Source: an optimization exercise on an open RTL-to-GDS flow (aim: small area). Production flows keep margins and buffers that such runs may drop.
In this exercise RTL edits were held to simulation tests only and were not proved equivalent to the original.
No activity file was given, so power comes from the tool's default toggle rates.

### constraint.sdc
create_clock -name core_clock -period 11.0 [get_ports {clk200_i}]
set_input_delay 2.2000 -clock core_clock [delete_from_list [all_inputs] [get_ports {clk200_i}]]
set_output_delay 2.2000 -clock core_clock [all_outputs]
set_load 0.01 [all_outputs]
### flow/run.sh
#!/bin/bash
# Own layout flow: the standard ORFS flow with three changes
#  - synthesis maps the logic with an area-oriented ABC script (abc_lean.script)
#    at the real clock period, and without the full/half adder cell extraction;
#    registers, their names and cell types are as in the standard synthesis
#  - the port buffers use the smallest buffer cell
# Every tool's output goes to a log file in this folder.
set -euo pipefail
WORK=$(pwd)
FLOWDIR=$WORK/flow
# synthesis script: the standard flow's, with ABC's mapping script swapped
{
  head -n 1 synth_recipe.tcl
  cat <<TCL
proc abc {args} {
  set i [lsearch -exact \$args -script]
  if { \$i >= 0 } { set args [lreplace \$args [expr {\$i + 1}] [expr {\$i + 1}] $FLOWDIR/abc_lean.script] }
  set i [lsearch -exact \$args -D]
  if { \$i >= 0 } { set args [lreplace \$args [expr {\$i + 1}] [expr {\$i + 1}] [expr {int(\$::env(FLOW_PERIOD_NS) * 1000)}]] }
  puts "lean abc: \$args"
  yosys abc {*}\$args
}
TCL
  tail -n +2 synth_recipe.tcl
} > lean_synth.tcl
sed "s#$WORK/synth_recipe.tcl#$WORK/lean_synth.tcl#" standard.sh > lean_standard.sh
grep -q lean_synth.tcl lean_standard.sh
export BUFFER_PORTS_ARGS="-buffer_cell sky130_fd_sc_hd__buf_1"
bash lean_standard.sh "ADDER_MAP_FILE=" finish > flow_make.log 2>&1
### flow/abc_lean.script
strash
dc2
balance
rewrite
refactor
balance
rewrite
rewrite -z
balance
refactor -z
rewrite -z
balance
strash
&get -n
&dch -f
&nf -p -R 20 {D}
&put
### config.mk
export PLATFORM = sky130hd
export DESIGN_NAME = tdc_click_top
export DESIGN_NICKNAME = tdc_click_top
export VERILOG_FILES = /design/flow/design.v
export SDC_FILE = /design/flow/constraint.sdc
export NUM_CORES = 4
export LEC_CHECK = 0
export CAP_MARGIN = 20
export CORE_MARGIN = 2
export CORE_UTILIZATION = 65
export CTS_CLUSTER_DIAMETER = 75
export CTS_CLUSTER_SIZE = 26
export SLEW_MARGIN = 20
### design.v
`timescale 1ns/1ps
module apb_cfg_regs #(
	parameter int CNT_W = 7
) (
	input  logic             clk200_i,
	input  logic             gc_rst,
	input  logic             apb_psel_i,
	input  logic             apb_penable_i,
	input  logic             apb_pwrite_i,
	input  logic [7:0]       apb_paddr_i,
	input  logic [31:0]      apb_pwdata_i,
	output logic [31:0]      apb_prdata_o,
	output logic             apb_pready_o,
	output logic             apb_pslverr_o,
	output logic             cfg_enable,
	output logic             cfg_start,
	output logic [2:0]       cfg_mode,
	output logic [5:0]       cfg_index_bits,
	output logic [5:0]       cfg_stop_bits,
	output logic [13:0]      cfg_tdc_shift,
	output logic [31:0]      cfg_gate0,
	output logic [31:0]      cfg_gate1,
	output logic             gate0_set,
	output logic             gate1_set,
	input  logic [CNT_W-1:0] cnt_total,
	input  logic [CNT_W-1:0] cnt_click0,
	input  logic [CNT_W-1:0] cnt_click1,
	input  logic             cnt_latched
);
	localparam int TIME_W = 14;
	localparam logic [2:0] MODE_OFF = 3'd0;
	logic addr_hit;
	logic wr_en;
	assign addr_hit = (apb_paddr_i[7:5] == 3'd0) && (apb_paddr_i[1:0] == 2'd0);
	assign apb_pready_o  = 1'b1;
	assign apb_pslverr_o = apb_psel_i & apb_penable_i & ~addr_hit;
	assign wr_en         = apb_psel_i & apb_penable_i & apb_pwrite_i & addr_hit;
	always_ff @(posedge clk200_i or posedge gc_rst) begin
		if (gc_rst) begin
			cfg_enable     <= 1'b0;
			cfg_start      <= 1'b0;
			cfg_mode       <= MODE_OFF;
			cfg_index_bits <= '0;
			cfg_stop_bits  <= '0;
			cfg_tdc_shift  <= '0;
			gate0_set      <= 1'b0;
			gate1_set      <= 1'b0;
		end else if (wr_en) begin
			case (apb_paddr_i[4:2])
				3'd0: begin
					cfg_enable <= apb_pwdata_i[0];
					cfg_start  <= apb_pwdata_i[1];
					cfg_mode   <= apb_pwdata_i[4:2];
				end
				3'd1: begin
					cfg_index_bits <= apb_pwdata_i[5:0];
					cfg_stop_bits  <= apb_pwdata_i[13:8];
				end
				3'd2: cfg_tdc_shift <= apb_pwdata_i[TIME_W-1:0];
				3'd3: gate0_set <= 1'b1;
				3'd4: gate1_set <= 1'b1;
				default: ;
			endcase
		end
	end
	always_ff @(posedge clk200_i) begin
		if (wr_en && (apb_paddr_i[4:2] == 3'd3))
			cfg_gate0 <= apb_pwdata_i;
		if (wr_en && (apb_paddr_i[4:2] == 3'd4))
			cfg_gate1 <= apb_pwdata_i;
	end
	always_comb begin
		apb_prdata_o = '0;
		if (addr_hit) begin
			case (apb_paddr_i[4:2])
				3'd0: apb_prdata_o = {23'd0, cnt_latched, 3'd0, cfg_mode, cfg_start, cfg_enable};
				3'd1: apb_prdata_o = {16'd0, 2'd0, cfg_stop_bits, 2'd0, cfg_index_bits};
				3'd2: apb_prdata_o = {18'd0, cfg_tdc_shift};
				3'd3: apb_prdata_o = gate0_set ? cfg_gate0 : '0;
				3'd4: apb_prdata_o = gate1_set ? cfg_gate1 : '0;
				3'd5: apb_prdata_o = cnt_latched ? 32'(cnt_total) : '0;
				3'd6: apb_prdata_o = cnt_latched ? 32'(cnt_click0) : '0;
				default: apb_prdata_o = cnt_latched ? 32'(cnt_click1) : '0;
			endcase
		end
	end
endmodule
`timescale 1ns/1ps
module stop_frame_rx (
	input  logic        clk200_i,
	input  logic        gc_rst,
	input  logic        frame_i,
	input  logic        sdi_i,
	input  logic        cfg_enable,
	input  logic [5:0]  cfg_index_bits,
	input  logic [5:0]  cfg_stop_bits,
	input  logic [13:0] cfg_tdc_shift,
	output logic        stop_valid_o,
	output logic [31:0] t_sum_o,
	output logic [31:0] rec_tdc_o
);
	localparam int TDC_W = 32;
	localparam int STRETCH_CYCLES = 4;
	localparam logic [2:0] IDLE       = 3'd0;
	localparam logic [2:0] WAIT_FRAME = 3'd1;
	localparam logic [2:0] SKIP_INDEX = 3'd2;
	localparam logic [2:0] SHIFT_STOP = 3'd3;
	localparam logic [2:0] HOLD       = 3'd4;
	logic [2:0]       state;
	logic [6:0]       bit_cnt;
	logic             sdi_r;
	logic             sdi_2r;
	logic [TDC_W-1:0] shreg;
	logic             cnt_one;
	logic             cnt_end;
	logic [6:0]       cnt_dec;
	always_comb begin : tsum_add
		logic [14:0] lo;
		logic        c;
		lo = {1'b0, shreg[13:0]} + {1'b0, cfg_tdc_shift};
		t_sum_o[13:0] = lo[13:0];
		c = lo[14];
		for (int i = 14; i < TDC_W; i++) begin
			t_sum_o[i] = shreg[i] ^ c;
			c = c & shreg[i];
		end
	end
	assign rec_tdc_o = shreg;
	always_ff @(posedge clk200_i or posedge gc_rst) begin
		if (gc_rst) begin
			state <= IDLE;
		end else begin
			case (state)
				IDLE: begin
					if (cfg_enable)
						state <= WAIT_FRAME;
				end
				WAIT_FRAME: begin
					if (!cfg_enable)
						state <= IDLE;
					else if (frame_i)
						state <= SKIP_INDEX;
				end
				SKIP_INDEX: begin
					if (cnt_end)
						state <= SHIFT_STOP;
				end
				SHIFT_STOP: begin
					if (cnt_end)
						state <= HOLD;
				end
				HOLD: begin
					if (cnt_end)
						state <= WAIT_FRAME;
				end
				default: state <= IDLE;
			endcase
		end
	end
	assign cnt_one = bit_cnt == 7'd1;
	always_comb begin : cnt_sub
		logic b;
		b = 1'b1;
		for (int i = 0; i < 7; i++) begin
			cnt_dec[i] = bit_cnt[i] ^ b;
			b = b & ~bit_cnt[i];
		end
	end
	assign cnt_end = (state == SKIP_INDEX) ? (bit_cnt == 7'h7F) : cnt_one;
	always_ff @(posedge clk200_i) begin
		stop_valid_o <= (state == SHIFT_STOP) && cnt_one;
		if (state == WAIT_FRAME)
			bit_cnt <= {1'b0, cfg_index_bits};
		else if (cnt_end)
			bit_cnt <= (state == SKIP_INDEX) ? {1'b0, cfg_stop_bits} : 7'(STRETCH_CYCLES);
		else
			bit_cnt <= cnt_dec;
	end
	always_ff @(posedge clk200_i) begin
		sdi_r  <= sdi_i;
		sdi_2r <= sdi_r;
		if (state == SHIFT_STOP)
			shreg <= {shreg[TDC_W-2:0], sdi_2r};
		else if (state == HOLD)
			shreg <= t_sum_o;
		else
			shreg <= '0;
	end
endmodule
`timescale 1ns/1ps
module click_timestamp (
	input  logic        clk200_i,
	input  logic        gc_rst,
	input  logic        pps_i,
	input  logic        cfg_start,
	input  logic [2:0]  cfg_mode,
	input  logic [31:0] cfg_gate0,
	input  logic [31:0] cfg_gate1,
	input  logic        stop_valid_i,
	input  logic [31:0] t_sum_i,
	input  logic [31:0] rec_tdc_i,
	input  logic        gate0_set,
	input  logic        gate1_set,
	output logic        stop_run_o,
	output logic        hit_g0_o,
	output logic        hit_g1_o,
	output logic        gc_running_o,
	output logic        rec_valid_o,
	output logic [1:0]  rec_click_o,
	output logic [47:0] rec_gc_o
);
	localparam int GC_W   = 48;
	localparam int TIME_W = 14;
	localparam int GC_LATENCY = 12;
	localparam logic [2:0] MODE_NO_GATE = 3'd1;
	localparam logic [2:0] MODE_GATED   = 3'd2;
	localparam logic [1:0] IDLE       = 2'd0;
	localparam logic [1:0] WAIT_START = 2'd1;
	localparam logic [1:0] DETECT_PPS = 2'd2;
	localparam logic [1:0] RUN        = 2'd3;
	logic [1:0]        state;
	logic              pps_r;
	logic [GC_W-1:0]   gcb;
	logic [GC_W-1:0]   gcb_inc;
	logic [TIME_W-1:0] fine;
	logic [4:0]        q625;
	logic [9:0]        gate_mod;
	logic [3:0]        bucket;
	logic [3:0]        bucket_r;
	logic [3:0]        stamp_hi;
	logic [6:0]        stamp_lo;
	logic              hit_g0;
	logic              hit_g1;
	logic              phase_hi;
	logic              phase_zero;
	logic              stop_run;
	logic              rec_take;
	logic [1:0]        rec_code;
	assign fine = t_sum_i[TIME_W-1:0];
	tdc_div625 i_div (
		.fine_i (fine),
		.q_o    (q625),
		.r_o    (gate_mod)
	);
	always_comb begin
		case ({q625[4], q625[3:1]})
			4'b0000: bucket = 4'd1;
			4'b0001: bucket = 4'd2;
			4'b0010: bucket = 4'd3;
			4'b0011: bucket = 4'd4;
			4'b0100: bucket = 4'd5;
			4'b0101: bucket = 4'd6;
			4'b0110: bucket = 4'd7;
			4'b0111: bucket = 4'd8;
			default: bucket = 4'd9;
		endcase
	end
	assign phase_hi   = q625[0];
	assign phase_zero = (gate_mod == '0) && !q625[0];
	assign hit_g0 = gate0_set && gate_hit(gate_mod, cfg_gate0);
	assign hit_g1 = gate1_set && gate_hit(gate_mod, cfg_gate1);
	assign hit_g0_o = hit_g0;
	assign hit_g1_o = hit_g1;
	assign stop_run_o = stop_run;
	assign stop_run     = stop_valid_i && (state == RUN);
	assign gc_running_o = state == RUN;
	always_comb begin
		rec_take = 1'b0;
		rec_code = 2'b11;
		case (cfg_mode)
			MODE_NO_GATE: rec_take = 1'b1;
			MODE_GATED: begin
				rec_take = (hit_g0 | hit_g1) & ~phase_zero;
				rec_code = {~hit_g0, phase_hi};
			end
			default: rec_take = 1'b0;
		endcase
	end
	always_ff @(posedge clk200_i or posedge gc_rst) begin
		if (gc_rst) begin
			state       <= IDLE;
			rec_valid_o <= 1'b0;
		end else begin
			case (state)
				IDLE: state <= WAIT_START;
				WAIT_START: begin
					if (cfg_start && !pps_i)
						state <= DETECT_PPS;
				end
				DETECT_PPS: begin
					if (!cfg_start)
						state <= WAIT_START;
					else if (pps_i && !pps_r)
						state <= RUN;
				end
				default: ;
			endcase
			rec_valid_o <= stop_run & rec_take;
		end
	end
	always_ff @(posedge clk200_i) begin
		pps_r         <= pps_i;
		gcb           <= (state == RUN) ? gcb_inc : GC_W'(-(GC_LATENCY + 1));
		rec_click_o   <= rec_code;
		bucket_r      <= bucket;
	end
	always_comb begin
		case ({bucket_r[3], rec_tdc_i[TIME_W+2:TIME_W]})
			4'd0: stamp_hi = 4'd1;
			4'd1: stamp_hi = 4'd2;
			4'd2: stamp_hi = 4'd3;
			4'd3: stamp_hi = 4'd4;
			4'd4: stamp_hi = 4'd5;
			4'd5: stamp_hi = 4'd6;
			4'd6: stamp_hi = 4'd7;
			4'd7: stamp_hi = 4'd0;
			4'd8: stamp_hi = 4'd2;
			4'd9: stamp_hi = 4'd3;
			4'd10: stamp_hi = 4'd4;
			4'd11: stamp_hi = 4'd5;
			4'd12: stamp_hi = 4'd6;
			4'd13: stamp_hi = 4'd7;
			4'd14: stamp_hi = 4'd8;
			4'd15: stamp_hi = 4'd1;
			default: stamp_hi = 4'd0;
		endcase
	end
	assign stamp_lo = {stamp_hi, bucket_r[2:0]};
	always_comb begin : gc_chain
		logic c;
		logic p;
		c = 1'b1;
		for (int i = 0; i < 6; i++) begin
			gcb_inc[i] = gcb[i] ^ c;
			c = c & gcb[i];
		end
		p = 1'b1;
		for (int i = 6; i < GC_W; i++) begin
			gcb_inc[i]  = gcb[i] ^ (c & p);
			rec_gc_o[i] = gcb[i] ^ (stamp_lo[6] & p);
			p = p & gcb[i];
		end
		rec_gc_o[5:0] = stamp_lo[5:0];
	end
	function automatic logic gate_hit(input logic [9:0] gm, input logic [31:0] gate);
		logic [10:0] d;
		d = {1'b0, gm} - {1'b0, gate[9:0]};
		gate_hit = (gate[23:10] == '0) && (d[10:8] == 3'd0) && (d[7:0] < gate[31:24]);
	endfunction
endmodule
module tdc_div625 (
	input  logic [13:0] fine_i,
	output logic [4:0]  q_o,
	output logic [9:0]  r_o
);
	logic [4:0]  tq;
	logic [9:0]  tr;
	logic [10:0] s;
	logic        ge2;
	logic        ge1;
	always_comb begin
		case (fine_i[13:10])
			4'd0: begin tq = 5'd0; tr = 10'd0; end
			4'd1: begin tq = 5'd1; tr = 10'd399; end
			4'd2: begin tq = 5'd3; tr = 10'd173; end
			4'd3: begin tq = 5'd4; tr = 10'd572; end
			4'd4: begin tq = 5'd6; tr = 10'd346; end
			4'd5: begin tq = 5'd8; tr = 10'd120; end
			4'd6: begin tq = 5'd9; tr = 10'd519; end
			4'd7: begin tq = 5'd11; tr = 10'd293; end
			4'd8: begin tq = 5'd13; tr = 10'd67; end
			4'd9: begin tq = 5'd14; tr = 10'd466; end
			4'd10: begin tq = 5'd16; tr = 10'd240; end
			4'd11: begin tq = 5'd18; tr = 10'd14; end
			4'd12: begin tq = 5'd19; tr = 10'd413; end
			4'd13: begin tq = 5'd21; tr = 10'd187; end
			4'd14: begin tq = 5'd22; tr = 10'd586; end
			4'd15: begin tq = 5'd24; tr = 10'd360; end
			default: begin tq = 5'd0; tr = 10'd0; end
		endcase
	end
	assign s   = {1'b0, fine_i[9:0]} + {1'b0, tr};
	assign ge2 = s >= 11'd1250;
	assign ge1 = !ge2 && (s >= 11'd625);
	always_comb begin
		if (ge2)
			r_o = 10'(s - 11'd1250);
		else if (ge1)
			r_o = 10'(s - 11'd625);
		else
			r_o = s[9:0];
	end
	always_comb begin : q_add
		logic c;
		q_o[0] = tq[0] ^ ge1;
		c = tq[0] & ge1;
		q_o[1] = tq[1] ^ ge2 ^ c;
		c = (tq[1] & ge2) | (c & (tq[1] ^ ge2));
		for (int i = 2; i < 5; i++) begin
			q_o[i] = tq[i] ^ c;
			c = c & tq[i];
		end
	end
endmodule
`timescale 1ns/1ps
module click_rate_counters #(
	parameter int WINDOW_CYCLES = 1000,
	parameter int CNT_W = 7
) (
	input  logic             clk200_i,
	input  logic             gc_rst,
	input  logic             stop_run_i,
	input  logic             hit_g0_i,
	input  logic             hit_g1_i,
	input  logic             gc_running_i,
	output logic [CNT_W-1:0] cnt_total,
	output logic [CNT_W-1:0] cnt_click0,
	output logic [CNT_W-1:0] cnt_click1,
	output logic             cnt_latched,
	output logic             count_valid_o
);
	localparam int WIN_W = $clog2(WINDOW_CYCLES);
	logic [WIN_W-1:0] win_cnt;
	logic             win_end;
	logic             win_clr;
	logic [CNT_W-1:0] total_cnt;
	logic [CNT_W-1:0] click0_cnt;
	logic [CNT_W-1:0] click1_cnt;
	logic [CNT_W-1:0] total_r;
	logic [CNT_W-1:0] click0_r;
	logic [CNT_W-1:0] click1_r;
	function automatic logic [WIN_W-1:0] inc_w(input logic [WIN_W-1:0] a, input logic ci);
		logic c;
		c = ci;
		for (int i = 0; i < WIN_W; i++) begin
			inc_w[i] = a[i] ^ c;
			c = c & a[i];
		end
	endfunction
	function automatic logic [CNT_W-1:0] inc_c(input logic [CNT_W-1:0] a, input logic ci);
		logic c;
		c = ci;
		for (int i = 0; i < CNT_W; i++) begin
			inc_c[i] = a[i] ^ c;
			c = c & a[i];
		end
	endfunction
	assign win_end = gc_running_i && ((win_cnt & WIN_W'(WINDOW_CYCLES - 1))
		== WIN_W'(WINDOW_CYCLES - 1));
	assign win_clr = !gc_running_i || win_end;
	always_ff @(posedge clk200_i) begin
		if (win_clr)
			win_cnt <= '0;
		else
			win_cnt <= inc_w(win_cnt, 1'b1);
	end
	always_ff @(posedge clk200_i) begin
		if (!gc_running_i) begin
			total_cnt  <= '0;
			click0_cnt <= '0;
			click1_cnt <= '0;
		end else if (win_end) begin
			total_cnt  <= CNT_W'(stop_run_i);
			click0_cnt <= CNT_W'(stop_run_i & hit_g0_i);
			click1_cnt <= CNT_W'(stop_run_i & hit_g1_i);
		end else begin
			if (stop_run_i)
				total_cnt <= inc_c(total_cnt, 1'b1);
			if (stop_run_i & hit_g0_i)
				click0_cnt <= inc_c(click0_cnt, 1'b1);
			if (stop_run_i & hit_g1_i)
				click1_cnt <= inc_c(click1_cnt, 1'b1);
		end
	end
	always_ff @(posedge clk200_i) begin
		if (win_end) begin
			total_r  <= total_cnt;
			click0_r <= click0_cnt;
			click1_r <= click1_cnt;
		end
	end
	assign cnt_total  = total_r;
	assign cnt_click0 = click0_r;
	assign cnt_click1 = click1_r;
	always_ff @(posedge clk200_i or posedge gc_rst) begin
		if (gc_rst) begin
			count_valid_o <= 1'b0;
			cnt_latched   <= 1'b0;
		end else begin
			count_valid_o <= win_end;
			if (win_end)
				cnt_latched <= 1'b1;
		end
	end
endmodule
`timescale 1ns/1ps
module tdc_click_top #(
	parameter int WINDOW_CYCLES = 1000
) (
	input  logic        clk200_i,
	input  logic        gc_rst,
	input  logic        apb_psel_i,
	input  logic        apb_penable_i,
	input  logic        apb_pwrite_i,
	input  logic [7:0]  apb_paddr_i,
	input  logic [31:0] apb_pwdata_i,
	output logic [31:0] apb_prdata_o,
	output logic        apb_pready_o,
	output logic        apb_pslverr_o,
	input  logic        frame_i,
	input  logic        sdi_i,
	input  logic        pps_i,
	output logic        rec_valid_o,
	output logic [1:0]  rec_click_o,
	output logic [47:0] rec_gc_o,
	output logic [31:0] rec_tdc_o,
	output logic        count_valid_o
);
	localparam int CNT_W = $clog2(WINDOW_CYCLES / 8 + 2);
	logic        cfg_enable;
	logic        cfg_start;
	logic [2:0]  cfg_mode;
	logic [5:0]  cfg_index_bits;
	logic [5:0]  cfg_stop_bits;
	logic [13:0] cfg_tdc_shift;
	logic [31:0] cfg_gate0;
	logic [31:0] cfg_gate1;
	logic        gate0_set;
	logic        gate1_set;
	logic [CNT_W-1:0] cnt_total;
	logic [CNT_W-1:0] cnt_click0;
	logic [CNT_W-1:0] cnt_click1;
	logic             cnt_latched;
	logic        stop_valid;
	logic [31:0] t_sum;
	logic        stop_run;
	logic        hit_g0;
	logic        hit_g1;
	logic        gc_running;
	apb_cfg_regs #(
		.CNT_W (CNT_W)
	) i_apb_regs (
		.clk200_i       (clk200_i),
		.gc_rst         (gc_rst),
		.apb_psel_i     (apb_psel_i),
		.apb_penable_i  (apb_penable_i),
		.apb_pwrite_i   (apb_pwrite_i),
		.apb_paddr_i    (apb_paddr_i),
		.apb_pwdata_i   (apb_pwdata_i),
		.apb_prdata_o   (apb_prdata_o),
		.apb_pready_o   (apb_pready_o),
		.apb_pslverr_o  (apb_pslverr_o),
		.cfg_enable     (cfg_enable),
		.cfg_start      (cfg_start),
		.cfg_mode       (cfg_mode),
		.cfg_index_bits (cfg_index_bits),
		.cfg_stop_bits  (cfg_stop_bits),
		.cfg_tdc_shift  (cfg_tdc_shift),
		.cfg_gate0      (cfg_gate0),
		.cfg_gate1      (cfg_gate1),
		.gate0_set      (gate0_set),
		.gate1_set      (gate1_set),
		.cnt_total      (cnt_total),
		.cnt_click0     (cnt_click0),
		.cnt_click1     (cnt_click1),
		.cnt_latched    (cnt_latched)
	);
	stop_frame_rx i_frame_rx (
		.clk200_i       (clk200_i),
		.gc_rst         (gc_rst),
		.frame_i        (frame_i),
		.sdi_i          (sdi_i),
		.cfg_enable     (cfg_enable),
		.cfg_index_bits (cfg_index_bits),
		.cfg_stop_bits  (cfg_stop_bits),
		.cfg_tdc_shift  (cfg_tdc_shift),
		.stop_valid_o   (stop_valid),
		.t_sum_o        (t_sum),
		.rec_tdc_o      (rec_tdc_o)
	);
	click_timestamp i_timestamp (
		.clk200_i      (clk200_i),
		.gc_rst        (gc_rst),
		.pps_i         (pps_i),
		.cfg_start     (cfg_start),
		.cfg_mode      (cfg_mode),
		.cfg_gate0     (cfg_gate0),
		.cfg_gate1     (cfg_gate1),
		.gate0_set     (gate0_set),
		.gate1_set     (gate1_set),
		.stop_valid_i  (stop_valid),
		.t_sum_i       (t_sum),
		.rec_tdc_i     (rec_tdc_o),
		.stop_run_o    (stop_run),
		.hit_g0_o      (hit_g0),
		.hit_g1_o      (hit_g1),
		.gc_running_o  (gc_running),
		.rec_valid_o   (rec_valid_o),
		.rec_click_o   (rec_click_o),
		.rec_gc_o      (rec_gc_o)
	);
	click_rate_counters #(
		.WINDOW_CYCLES (WINDOW_CYCLES),
		.CNT_W         (CNT_W)
	) i_rate_cnt (
		.clk200_i      (clk200_i),
		.gc_rst        (gc_rst),
		.stop_run_i    (stop_run),
		.hit_g0_i      (hit_g0),
		.hit_g1_i      (hit_g1),
		.gc_running_i  (gc_running),
		.cnt_total     (cnt_total),
		.cnt_click0    (cnt_click0),
		.cnt_click1    (cnt_click1),
		.cnt_latched   (cnt_latched),
		.count_valid_o (count_valid_o)
	);
endmodule
### standard.sh
#!/bin/bash
# synth_recipe.tcl (not shown) runs the flow's synth.tcl, then flattens the netlist and writes it again
# the make line also repeats each setting of config.mk as NAME=value (left out here)
make -C /OpenROAD-flow-scripts/flow DESIGN_CONFIG=/design/flow/config.mk WORK_HOME=/design/flow/orfs CLKGATE_MAP_FILE= SYNTH_SCRIPT=/design/flow/synth_recipe.tcl "${@:-finish}"
==> metrics.csv, run 1 <==
metric,value,unit
fmax,94.8,MHz
skew,35.0,ps
crit_type,register to register,
ctsHoldBuffers,0,
netlist_area,12100,µm²
crit_required,11410,ps
ys.warnings.count,5,
synthArstFlopShare,16.1,%
io_pins,166,
ys_seq_elements,254,
hold_violations,0,
p_leak,5.22,nW
min_period,10550,ps
place_ws,-244,ps
dp_cells,1658,
ir_drop,0.000140,V
grt_max_degree,48,
drive_gt1_share,7.61,%
die_y,140,µm
clock_latency,510,ps
core_area,18100,µm²
antennaDiodeCount,0,
worst_setup_path_end_kind,register,
reg2reg_from,i_apb_regs.cfg_tdc_shift[1],
finalWeightedCongestion,0.895,
p_switching,0.429,mW
whs_path_depth,0,
worst-path-max-fanout,4,
nFillCells,1352,
worst_hold_path_type,register to register,
cpPeakStageDelay,410,ps
viasPerCell,6.00,
synth.avg_cell_area,9.92,µm²
num_rows,49,
start_util,66.7,%
hold_end,i_frame_rx.sdi_2r,
drc,0,
grt_pass1_wl,46000,µm
cts_tree,built,
worstHoldStart,i_frame_rx.sdi_r,
vias,10135,
multi_input_area,6060,µm²
cts_root_buf,clkbuf_16,
worst_pin_slew,1090,ps
drv_slew,0,
max-clock-path-buffers,3,
synthFlopType,dfxtp_1,
antenna_left,0,
final.period_utilization,95.9,%
synth_cell_types,57,
finalWirelength,29100,µm
grt_util_all_layers,28.5,%
outcome,timing/DRC/antenna clean,
grt_pass1_vias,9365,
final_cells,1688,
final_nets,1498,
clkPwrFrac,34.0,%
maxCapViolations,0,
powerDensity,126,nW/µm²
setup_viol,0,
power_frac_seq,57.2,%
arrival,10950,ps
p_int,1.34,mW
die_w,140,µm
dieArea,19700,µm²
wl_per_cell,17.3,µm
dp_hpwl,20600,µm
synth-seq-area-share,50.7,%
antenna_found_initial,0,
portBuffers,164,
relSlewSlack,27.5,%
drtIter0Drc,671,
synth_cells,1220,
cpMaxStageDelayCell,dfrtp_1,
regToRegSetupSlack,450,ps
cts_buffers,15,
area_growth,15.8,%
startpoint_type,register,
p_sw_share,24.2,%
overflow,0,
cts.sinks,254,
rr_worst_depth,44,
p_comb_share,8.8,%
seq_area,6140,µm²
htree_levels,1,
syn-num-nets,1268,
crit_top_cell,maj3_1,
worst_slack,454,ps
clk_pin_slew,100,ps
synth_edf_count,85,
r2r-end,i_rate_cnt.click1_cnt[6],
drt-pass1-iter-count,8,
metal layers:
layer	part of all wire (%)	GRT usage (%)	up-vias
li1	-	-	4939
met1	43	38.7	4807
met2	48	48.8	338
met3	5.9	3.56	51
met4	2.8	8.21	0
met5	0	0	-
worst max-delay path by stage:
| stage | startpoint | to |
|---|---|---|
| 6_report | i_apb_regs.cfg_tdc_shift[1] | i_rate_cnt.click1_cnt[6] |
| 5_1_grt | i_apb_regs.cfg_tdc_shift[1] | i_rate_cnt.click1_cnt[6] |
| 4_1_cts | i_apb_regs.cfg_tdc_shift[1] | i_rate_cnt.click0_cnt[5] |
| 3_5_place_dp | i_apb_regs.cfg_tdc_shift[1] | i_rate_cnt.click0_cnt[6] |
| 3_3_place_gp | i_apb_regs.cfg_tdc_shift[1] | i_rate_cnt.click0_cnt[6] |
| 2_1_floorplan | i_apb_regs.cfg_tdc_shift[0] | i_rate_cnt.click0_cnt[6] |
layout by cell type, fill, tap and decap left out, types with 5 or more instances in the layout:
cell type / instances
buf_1: 164
buf_4: 53
nand2_1: 143
nor4_1: 6
a22oi_1: 28
o31ai_1: 10
nor3b_1: 5
o21a_1: 7
dfrtp_1: 41
or2_0: 10
o211ai_1: 5
clkbuf_1: 5
clkinv_1: 12
and2_0: 19
a21oi_1: 103
maj3_2: 9
and3_1: 37
clkbuf_16: 15
nor2_1: 103
nor3_1: 26
a22o_1: 13
nand2b_1: 15
maj3_1: 16
nand4_1: 13
nor2b_1: 27
a21oi_2: 6
a222oi_1: 11
xnor2_1: 83
nand3_1: 26
o21ai_0: 63
a21o_1: 6
a31oi_1: 21
mux2_1: 30
edfxtp_1: 85
xor2_1: 36
dfxtp_1: 128
registers in the layout, indices dropped and copies added (netlist names), 2 cells and up:
| signal | count |
|---|---|
| i_frame_rx.state | 3 |
| i_apb_regs.cfg_stop_bits | 6 |
| i_apb_regs.cfg_tdc_shift | 14 |
| i_timestamp.gcb | 48 |
| i_rate_cnt.click1_cnt | 7 |
| i_timestamp.rec_click_o | 2 |
| i_frame_rx.shreg | 32 |
| i_rate_cnt.click0_r | 7 |
| i_frame_rx.bit_cnt | 7 |
| i_timestamp.bucket_r | 4 |
| i_timestamp.state | 2 |
| i_rate_cnt.win_cnt | 10 |
| i_apb_regs.cfg_gate1 | 32 |
| i_apb_regs.cfg_mode | 3 |
| i_rate_cnt.click0_cnt | 7 |
| i_apb_regs.cfg_gate0 | 32 |
| i_rate_cnt.total_r | 7 |
| i_rate_cnt.click1_r | 7 |
| i_rate_cnt.total_cnt | 7 |
| i_apb_regs.cfg_index_bits | 6 |
cell families (layout without fill, tap and decap cells):
family / count (synthesis) / count (layout) / share of synthesized area (%)
and+or+nand+nor: 460 / 460 / 18.6
AOI/OAI and AO/OA: 305 / 305 / 15.6
DFF: 254 / 254 / 50.7
xor gates and xnor gates: 127 / 127 / 9.42
muxes: 33 / 33 / 3.04
adders and majority gates: 25 / 25 / 2.07
buffers and inverters: 15 / 254 / 0.589
other: 1 / 1 / 0.0310
critical path, delay by kind of cell (launching register included):
family,cells,cell delay [ps]
fa+ha+maj,15,5490
simple gates,6,810
xor+xnor,4,650
flops,1,410
buf+inv,4,610
compound gates,15,2460
metrics by stage:
stage	utilization [%]	hold slack, ps	power (mW)	cell area (µm²)	TNS, ps
after global placement	73.8	310	1.18	13400	0
after CTS	76.6	343	1.77	13900	0
final	77.2	338	1.77	14000	0
after global routing	77.2	348	1.83	14000	-402
after floorplan	-	310	1.14	12100	0
after detailed placement	73.8	320	1.18	13400	-2130
power by group through the flow:
stage,Sequential (mW),Clock (mW),Combinational [mW]
finish,1.01,0.601,0.156
global route,1.02,0.639,0.175
CTS,1.01,0.610,0.153
detailed placement,1.03,0,0.151
global placement,1.03,0,0.146
floorplan,1.03,0,0.110
repair_timing:
action / CTS / global route
endpoints found under the setup margin: 15 / 16
buffers inserted: 2 / 2
gates resized for setup: 8 / 33
hold endpoints to repair: 0 / 0
gates cloned: 0 / 0
pin swaps: 1 / 7
synthesized netlist by cell type, types with 13 or more instances:
master	n	area (µm²)
a22o_1	13	114
nand3_1	26	130
xor2_1	39	342
nand2_1	143	537
and3_1	37	231
edfxtp_1	85	2550
nor3_1	26	130
o21ai_0	70	350
maj3_1	25	250
a21oi_1	109	546
and2_0	20	125
dfrtp_1	41	1030
mux2_1	30	338
nand2b_1	15	93.8
nand4_1	13	81.3
a22oi_1	28	210
nor2_1	106	398
a31oi_1	21	131
dfxtp_1	128	2560
nor2b_1	30	188
xnor2_1	86	753
cell type report:
type                            instances  area share, %
Sequential cell                       254           43.8
Multi-Input combinational cell        951           43.3
Timing Repair Buffer                  217           7.23
Clock buffer                           20           2.81
Tap cell                              229           2.04
Clock inverter                          6          0.527
Inverter                               11          0.295
==> inputs of run 2 (changes only) <==
--- a/flow/run.sh
+++ b/flow/run.sh
@@ -17,5 +17,5 @@
   if { \$i >= 0 } { set args [lreplace \$args [expr {\$i + 1}] [expr {\$i + 1}] $FLOWDIR/abc_lean.script] }
   set i [lsearch -exact \$args -D]
-  if { \$i >= 0 } { set args [lreplace \$args [expr {\$i + 1}] [expr {\$i + 1}] [expr {int(\$::env(FLOW_PERIOD_NS) * 1000)}]] }
+  if { \$i >= 0 } { set args [lreplace \$args [expr {\$i + 1}] [expr {\$i + 1}] [expr {int(\$::env(FLOW_PERIOD_NS) * 1150)}]] }
   puts "lean abc: \$args"
   yosys abc {*}\$args
==> metrics.csv, run 2 <==
metric,value,unit,change
htree_levels,1,,unchanged
drc,0,,unchanged
syn-num-nets,1268,,unchanged
vias,10135,,unchanged
yosysTopAreaCell,dfxtp_1,,unchanged
cts_buffers,15,,unchanged
mostFrequentLayoutCell,buf_1,,unchanged
clk_pin_slew,100,ps,about the same
final_cell_area,14000,µm²,unchanged
num_rows,49,,unchanged
synth.avg_cell_area,9.92,µm²,unchanged
die_w,140,µm,unchanged
worst-path-max-fanout,4,,unchanged
hold_violations,0,,unchanged
power,1.77,mW,unchanged
dp_cells,1658,,unchanged
synthFlopType,dfxtp_1,,unchanged
largest_reg_flops,48,,unchanged
multi_input_area,6060,µm²,unchanged
io_pins,166,,unchanged
worst_hold_path_type,register to register,,unchanged
ys.warnings.count,5,,unchanged
ctsHoldBuffers,0,,unchanged
overflow,0,,unchanged
cts_tree,built,,unchanged
netlist_area,12100,µm²,unchanged
viasPerCell,6.00,,unchanged
synth-seq-area-share,50.7,%,unchanged
drt-pass1-iter-count,8,,unchanged
max-clock-path-buffers,3,,unchanged
nFillCells,1352,,unchanged
start_util,66.7,%,unchanged
maxCapViolations,0,,unchanged
wl_per_cell,17.3,µm,unchanged
antenna_found_initial,0,,unchanged
final_nets,1498,,unchanged
crit_top_cell,maj3_1,,unchanged
crit_required,11410,ps,about the same
antenna_left,0,,unchanged
finalWirelength,29100,µm,unchanged
seq_area,6140,µm²,unchanged
top_register,i_timestamp.gcb,,unchanged
area_growth,15.8,%,unchanged
relSlewSlack,27.5,%,unchanged
outcome,timing/DRC/antenna clean,,unchanged
dieArea,19700,µm²,unchanged
finalWeightedCongestion,0.895,,unchanged
synth_edf_count,85,,unchanged
endpoint,i_rate_cnt.click1_cnt[6],,unchanged
final.period_utilization,95.9,%,unchanged
cts_root_buf,clkbuf_16,,unchanged
die_y,140,µm,unchanged
grt_util_all_layers,28.5,%,unchanged
fmax,94.8,MHz,unchanged
cpMaxStageDelayCell,dfrtp_1,,unchanged
powerDensity,126,nW/µm²,unchanged
core_area,18100,µm²,unchanged
final_cells,1688,,unchanged
drv_slew,0,,unchanged
ys_seq_elements,254,,unchanged
crit_type,register to register,,unchanged
synth_most_common_cell,nand2_1,,unchanged
setup_viol,0,,unchanged
place_ws,-244,ps,unchanged
rr_worst_depth,44,,unchanged
synth_top_area_share,21.2,%,unchanged
min_period,10550,ps,unchanged
worst_pin_slew,1090,ps,unchanged
cpPeakStageDelay,410,ps,about the same
antennaDiodeCount,0,,unchanged
grt_max_degree,48,,unchanged
r2r-end,i_rate_cnt.click1_cnt[6],,unchanged
startpoint_type,register,,unchanged
worst_setup_path_end_kind,register,,unchanged
synth_cell_types,57,,unchanged
drtIter0Drc,671,,unchanged
portBuffers,164,,unchanged
synthTopCellsByArea,"dfxtp_1, edfxtp_1, dfrtp_1, xnor2_1, a21oi_1",,unchanged
synth_cells,1220,,unchanged
whs_path_depth,0,,unchanged
synthArstFlopShare,16.1,%,unchanged
cts.sinks,254,,unchanged
dp_hpwl,20600,µm,unchanged
p_leak,5.22,nW,unchanged
grt_pass1_wl,46000,µm,unchanged
worst_slack,454,ps,unchanged
clock_latency,510,ps,about the same
grt_pass1_vias,9365,,unchanged
regToRegSetupSlack,450,ps,about the same
skew,35.0,ps,unchanged
ir_drop,0.000140,V,unchanged
hold_slack,338,ps,unchanged
reg2reg_from,i_apb_regs.cfg_tdc_shift[1],,unchanged
most-common-layout-cells,"buf_1, nand2_1, dfxtp_1, nor2_1, a21oi_1",,unchanged
drive_gt1_share,7.61,%,unchanged
cp-startpoint,i_apb_regs.cfg_tdc_shift[1],,unchanged
ys_top_cells_by_count,"nand2_1, dfxtp_1, a21oi_1",,unchanged
placed_area,13400,µm²,unchanged
arrival,10950,ps,about the same
[run 2: cell counts in the layout (fill, tap and decap cells not counted)]
Identical to the previous run, type by type.
[run 2: area by class of cell]
type | count | area share, %
clock buffers | 20 | 2.81
clock inverters | 6 | 0.527
inverters | 11 | 0.295
multi-input cells | 951 | 43.3
flip-flops and latches | 254 | 43.8
well taps | 229 | 2.04
repair buffers | 217 | 7.23
[run 2: power breakdown]
part           leakage [nW]  switching [mW]  internal (mW)
registers              2.38          0.0234          0.989
clock network         0.228           0.315          0.286
logic                  2.61          0.0907         0.0654
total                  5.22           0.429           1.34
[run 2: critical path: cells and delay by family, from the launching register on]
family	cells	cell delay, ps
adders and majority gates	15	5490
AOI/OAI and AO/OA	15	2460
and+or+nand+nor	6	810
xor gates and xnor gates	4	650
buffers and inverters	4	610
DFF	1	410
[run 2: cell families (layout without fill, tap and decap cells)]
logic type      after synthesis  after routing  synth area share [%]
simple gates                460            460                  18.6
compound gates              305            305                  15.6
flops                       254            254                  50.7
xor+xnor                    127            127                  9.42
mux                          33             33                  3.04
fa+ha+maj                    25             25                  2.07
buf+inv                      15            254                 0.589
other cells                   1              1                0.0310
[run 2: repair_timing]
action                                  in CTS  in global routing
endpoints found under the setup margin      15                 16
pin swaps                                    1                  7
buffers inserted                             2                  2
gates resized for setup                      8                 33
[run 2: how the worst min path moves through the flow]
stage                   endpoint  slack, ps             start
3_5_place_dp   i_frame_rx.sdi_2r        320  i_frame_rx.sdi_r
3_3_place_gp   i_frame_rx.sdi_2r        310  i_frame_rx.sdi_r
5_1_grt        i_frame_rx.sdi_2r        350  i_frame_rx.sdi_r
6_report       i_frame_rx.sdi_2r        340  i_frame_rx.sdi_r
4_1_cts        i_frame_rx.sdi_2r        340  i_frame_rx.sdi_r
2_1_floorplan  i_frame_rx.sdi_2r        310  i_frame_rx.sdi_r
[run 2: stage by stage]
| stage | util, % | setup TNS (ps) |
|---|---|---|
| 6_report | 77.2 | 0 |
| 2_1_floorplan | - | 0 |
| 5_1_grt | 77.2 | -402 |
| 3_5_place_dp | 73.8 | -2130 |
| 3_3_place_gp | 73.8 | 0 |
| 4_1_cts | 76.6 | 0 |
[run 2: routing by layer]
layer,vias up,track usage (%),routed length [µm]
met3,51,3.56,1730
met4,0,8.21,825
met2,338,48.8,14100
met5,-,0,0
met1,4807,38.7,12500
li1,4939,-,-
==> inputs of run 3 (changes only) <==
--- a/flow/run.sh
+++ b/flow/run.sh
@@ -17,5 +17,5 @@
   if { \$i >= 0 } { set args [lreplace \$args [expr {\$i + 1}] [expr {\$i + 1}] $FLOWDIR/abc_lean.script] }
   set i [lsearch -exact \$args -D]
-  if { \$i >= 0 } { set args [lreplace \$args [expr {\$i + 1}] [expr {\$i + 1}] [expr {int(\$::env(FLOW_PERIOD_NS) * 1150)}]] }
+  if { \$i >= 0 } { set args [lreplace \$args [expr {\$i + 1}] [expr {\$i + 1}] [expr {int(\$::env(FLOW_PERIOD_NS) * 1000)}]] }
   puts "lean abc: \$args"
   yosys abc {*}\$args
--- a/config.mk
+++ b/config.mk
@@ -9,5 +9,6 @@
 export CORE_MARGIN = 2
 export CORE_UTILIZATION = 65
-export CTS_CLUSTER_DIAMETER = 75
-export CTS_CLUSTER_SIZE = 26
+export CTS_BUF_LIST = sky130_fd_sc_hd__clkbuf_8 sky130_fd_sc_hd__clkbuf_16
+export CTS_CLUSTER_DIAMETER = 55
+export CTS_CLUSTER_SIZE = 20
 export SLEW_MARGIN = 20
==> metrics.csv, run 3 <==
metric,value,unit,change
p_int,1.49,mW,was 1.34 mW
ir_drop,0.000130,V,was 0.000140 V
setup_tns,0,ps,unchanged
drtIter0Drc,699,,was 671
syn-num-nets,1268,,unchanged
die_y,140,µm,unchanged
num_rows,49,,unchanged
synthArstFlopShare,16.1,%,unchanged
synth_edf_count,85,,unchanged
final_nets,1506,,was 1498
worst_hold_path_type,register to register,,unchanged
outcome,timing/DRC/antenna clean,,unchanged
max-clock-path-buffers,3,,unchanged
p_sw_share,25.2,%,was 24.2%
clkPwrFrac,41.2,%,was 34.0%
drc,0,,unchanged
ys_seq_elements,254,,unchanged
overflow,0,,unchanged
cts_tree,built,,unchanged
viasPerCell,5.99,,was 6.00
synth-seq-area-share,50.7,%,unchanged
relSlewSlack,28.7,%,was 27.5%
vias,10205,,was 10135
arrival,10900,ps,was 10950 ps
power_frac_seq,50.9,%,was 57.2%
die_w,140,µm,unchanged
skew,21.6,ps,was 35.0 ps
startpoint_type,register,,unchanged
finalWeightedCongestion,0.895,,unchanged
fin_util,78.9,%,was 77.2%
portBuffers,164,,unchanged
cpMaxStageDelayCell,dfrtp_1,,unchanged
cts.sinks,254,,unchanged
dieArea,19700,µm²,unchanged
p_leak,5.38,nW,was 5.22 nW
synth_cell_types,57,,unchanged
hold_end,i_frame_rx.sdi_2r,,unchanged
drt-pass1-iter-count,10,,was 8
area_growth,18.3,%,was 15.8%
htree_levels,1,,unchanged
worst-path-max-fanout,5,,was 4
clock_latency,530,ps,was 510 ps
crit_top_cell,maj3_1,,unchanged
most-common-layout-cells,"buf_1, nand2_1, dfxtp_1, nor2_1, a21oi_1",,unchanged
cts_root_buf,clkbuf_16,,unchanged
antenna_left,0,,unchanged
ys.warnings.count,5,,unchanged
yosysTopAreaCell,dfxtp_1,,unchanged
core_area,18100,µm²,unchanged
path_buf_inv,5,,was 4
grt_util_all_layers,29.6,%,was 28.5%
mostFrequentLayoutCell,buf_1,,unchanged
powerDensity,139,nW/µm²,was 126 nW/µm²
netlist_area,12100,µm²,unchanged
top_register,i_timestamp.gcb,,unchanged
synth_cells,1220,,unchanged
regToRegSetupSlack,510,ps,was 450 ps
cp_top_family,adder cells,,unchanged
crit_required,11400,ps,was 11410 ps
p_switching,0.500,mW,was 0.429 mW
antennaDiodeCount,0,,unchanged
synth_most_common_cell,nand2_1,,unchanged
hold_violations,0,,unchanged
start_util,66.7,%,unchanged
whs_path_depth,0,,unchanged
io_pins,166,,unchanged
clk_pin_slew,80,ps,was 100 ps
grt_max_degree,48,,unchanged
synth_top_area_share,21.2,%,unchanged
min_period,10490,ps,was 10550 ps
worstSetupPathDepth,47,,was 44
rr_worst_depth,47,,was 44
finalWirelength,29600,µm,was 29100 µm
worstHoldStart,i_frame_rx.sdi_r,,unchanged
p_comb_share,7.9,%,was 8.8%
dp_hpwl,20600,µm,unchanged
wl_per_cell,17.4,µm,was 17.3 µm
ys_top_cells_by_count,"nand2_1, dfxtp_1, a21oi_1",,unchanged
largest_reg_flops,48,,unchanged
synthFlopType,dfxtp_1,,unchanged
drive_gt1_share,8.68,%,was 7.61%
setup_viol,0,,unchanged
final.period_utilization,95.4,%,was 95.9%
crit_type,register to register,,unchanged
synth.avg_cell_area,9.92,µm²,unchanged
reg2reg_from,i_apb_regs.cfg_tdc_shift[1],,unchanged
r2r-end,i_rate_cnt.click1_cnt[6],,unchanged
synthTopCellsByArea,"dfxtp_1, edfxtp_1, dfrtp_1, xnor2_1, a21oi_1",,unchanged
cpPeakStageDelay,410,ps,about the same
drv_slew,0,,unchanged
maxCapViolations,0,,unchanged
worst_setup_path_end_kind,register,,unchanged
cts_buffers,22,,was 15
grt_pass1_wl,47600,µm,was 46000 µm
grt_pass1_vias,9555,,was 9365
fmax,95.3,MHz,was 94.8 MHz
antenna_found_initial,0,,unchanged
ctsHoldBuffers,0,,unchanged
worst_pin_slew,1070,ps,was 1090 ps
## run 3: cell counts after synthesis
Identical to the previous run, type by type.
## run 3: area by class of cell
class | count | area [µm²]
sequential | 254 | 6140
clock inverter | 16 | 188
tap | 229 | 287
clock buffer | 24 | 589
fill | 1276 | 3820
timing repair buffer | 218 | 1020
multi-input combinational | 951 | 6060
inverter | 11 | 41.3
## run 3: power groups by stage
stage	sequential, mW	clock (mW)	combinational [mW]
CTS	1.01	0.830	0.153
global placement	1.03	0	0.146
floorplan	1.03	0	0.110
global route	1.02	0.863	0.175
finish	1.01	0.819	0.156
detailed placement	1.03	0	0.151
## run 3: kinds of logic after synthesis
logic type / count (synthesis) / share of synthesized area [%]
flops: 254 / 50.7
buf+inv: 15 / 0.589
fa+ha+maj: 25 / 2.07
xor+xnor: 127 / 9.42
simple gates: 460 / 18.6
compound gates: 305 / 15.6
mux: 33 / 3.04
other cells: 1 / 0.0310
## run 3: stage by stage
stage	instance area (µm²)	setup WS, ps	power (mW)	instances	hold slack [ps]
2_1_floorplan	12100	28.3	1.14	1220	310
3_3_place_gp	13400	48.8	1.18	1658	310
3_5_place_dp	13400	-244	1.18	1658	320
4_1_cts	14200	47.2	1.99	1701	349
5_1_grt	14300	-52.6	2.05	1703	359
6_report	14300	506	1.99	1703	341
## run 3: worst max path at each step
| stage | start | end | slack, ps |
|---|---|---|---|
| final | i_apb_regs.cfg_tdc_shift[1] | i_rate_cnt.click1_cnt[6] | 510 |
| after floorplan | i_apb_regs.cfg_tdc_shift[0] | i_rate_cnt.click0_cnt[6] | 30 |
| after global routing | i_apb_regs.cfg_tdc_shift[1] | i_rate_cnt.click1_cnt[6] | -50 |
| after detailed placement | i_apb_regs.cfg_tdc_shift[1] | i_rate_cnt.click0_cnt[6] | -240 |
| after CTS | i_apb_regs.cfg_tdc_shift[1] | i_rate_cnt.click0_cnt[5] | 50 |
| after global placement | i_apb_regs.cfg_tdc_shift[1] | i_rate_cnt.click0_cnt[6] | 50 |
## run 3: timing repair
action | in CTS | in global routing
endpoints found under the hold margin | 0 | 0
gates resized for setup | 6 | 33
gates cloned | 0 | 0
setup buffers | 3 | 2
endpoints found under the setup margin | 15 | 16
pin swaps | 2 | 8
## run 3: metal layers
metal  wire (µm)  vias to the layer above  GRT usage (%)
met5           0                        -              0
met1       12400                     4854           39.4
met2       14400                      331           50.9
li1            -                     4952              -
met4         996                        0           9.47
met3        1820                       68           3.62

==> separate check: timing with driven ports <==
Ports are ideal in the flow. The routed layouts listed here were re-timed in OpenROAD.
Step 1 (the two cells are an assumption about what drives the block):
set clk [get_ports {clk200_i}]
set_driving_cell -lib_cell sky130_fd_sc_hd__clkbuf_16 $clk
set_driving_cell -lib_cell sky130_fd_sc_hd__buf_2 [delete_from_list [all_inputs] $clk]
Step 2 adds t to the input delays and takes it off the output delays; t is the mean of the earliest and latest rising clock arrival at the registers after step 1. Input paths then give back, and output paths get back, about the clock's delay inside the block.
Three values: ideal, step 1, step 2; two values: the first two.
| run | t (ns) | slack for setup (ns) | slew at the worst register clock pin (ns) | worst data-port slew with drivers (ns) |
|---|---|---|---|---|
| run 1 | 0.542 | 0.454 / 0.454 / 0.454 | 0.10 / 0.10 | 0.07 |
| run 2 | 0.542 | 0.454 / 0.454 / 0.454 | 0.10 / 0.10 | 0.07 |
| run 3 | 0.567 | 0.506 / 0.506 / 0.506 | 0.08 / 0.08 | 0.07 |
After both steps every run listed still meets setup and hold.
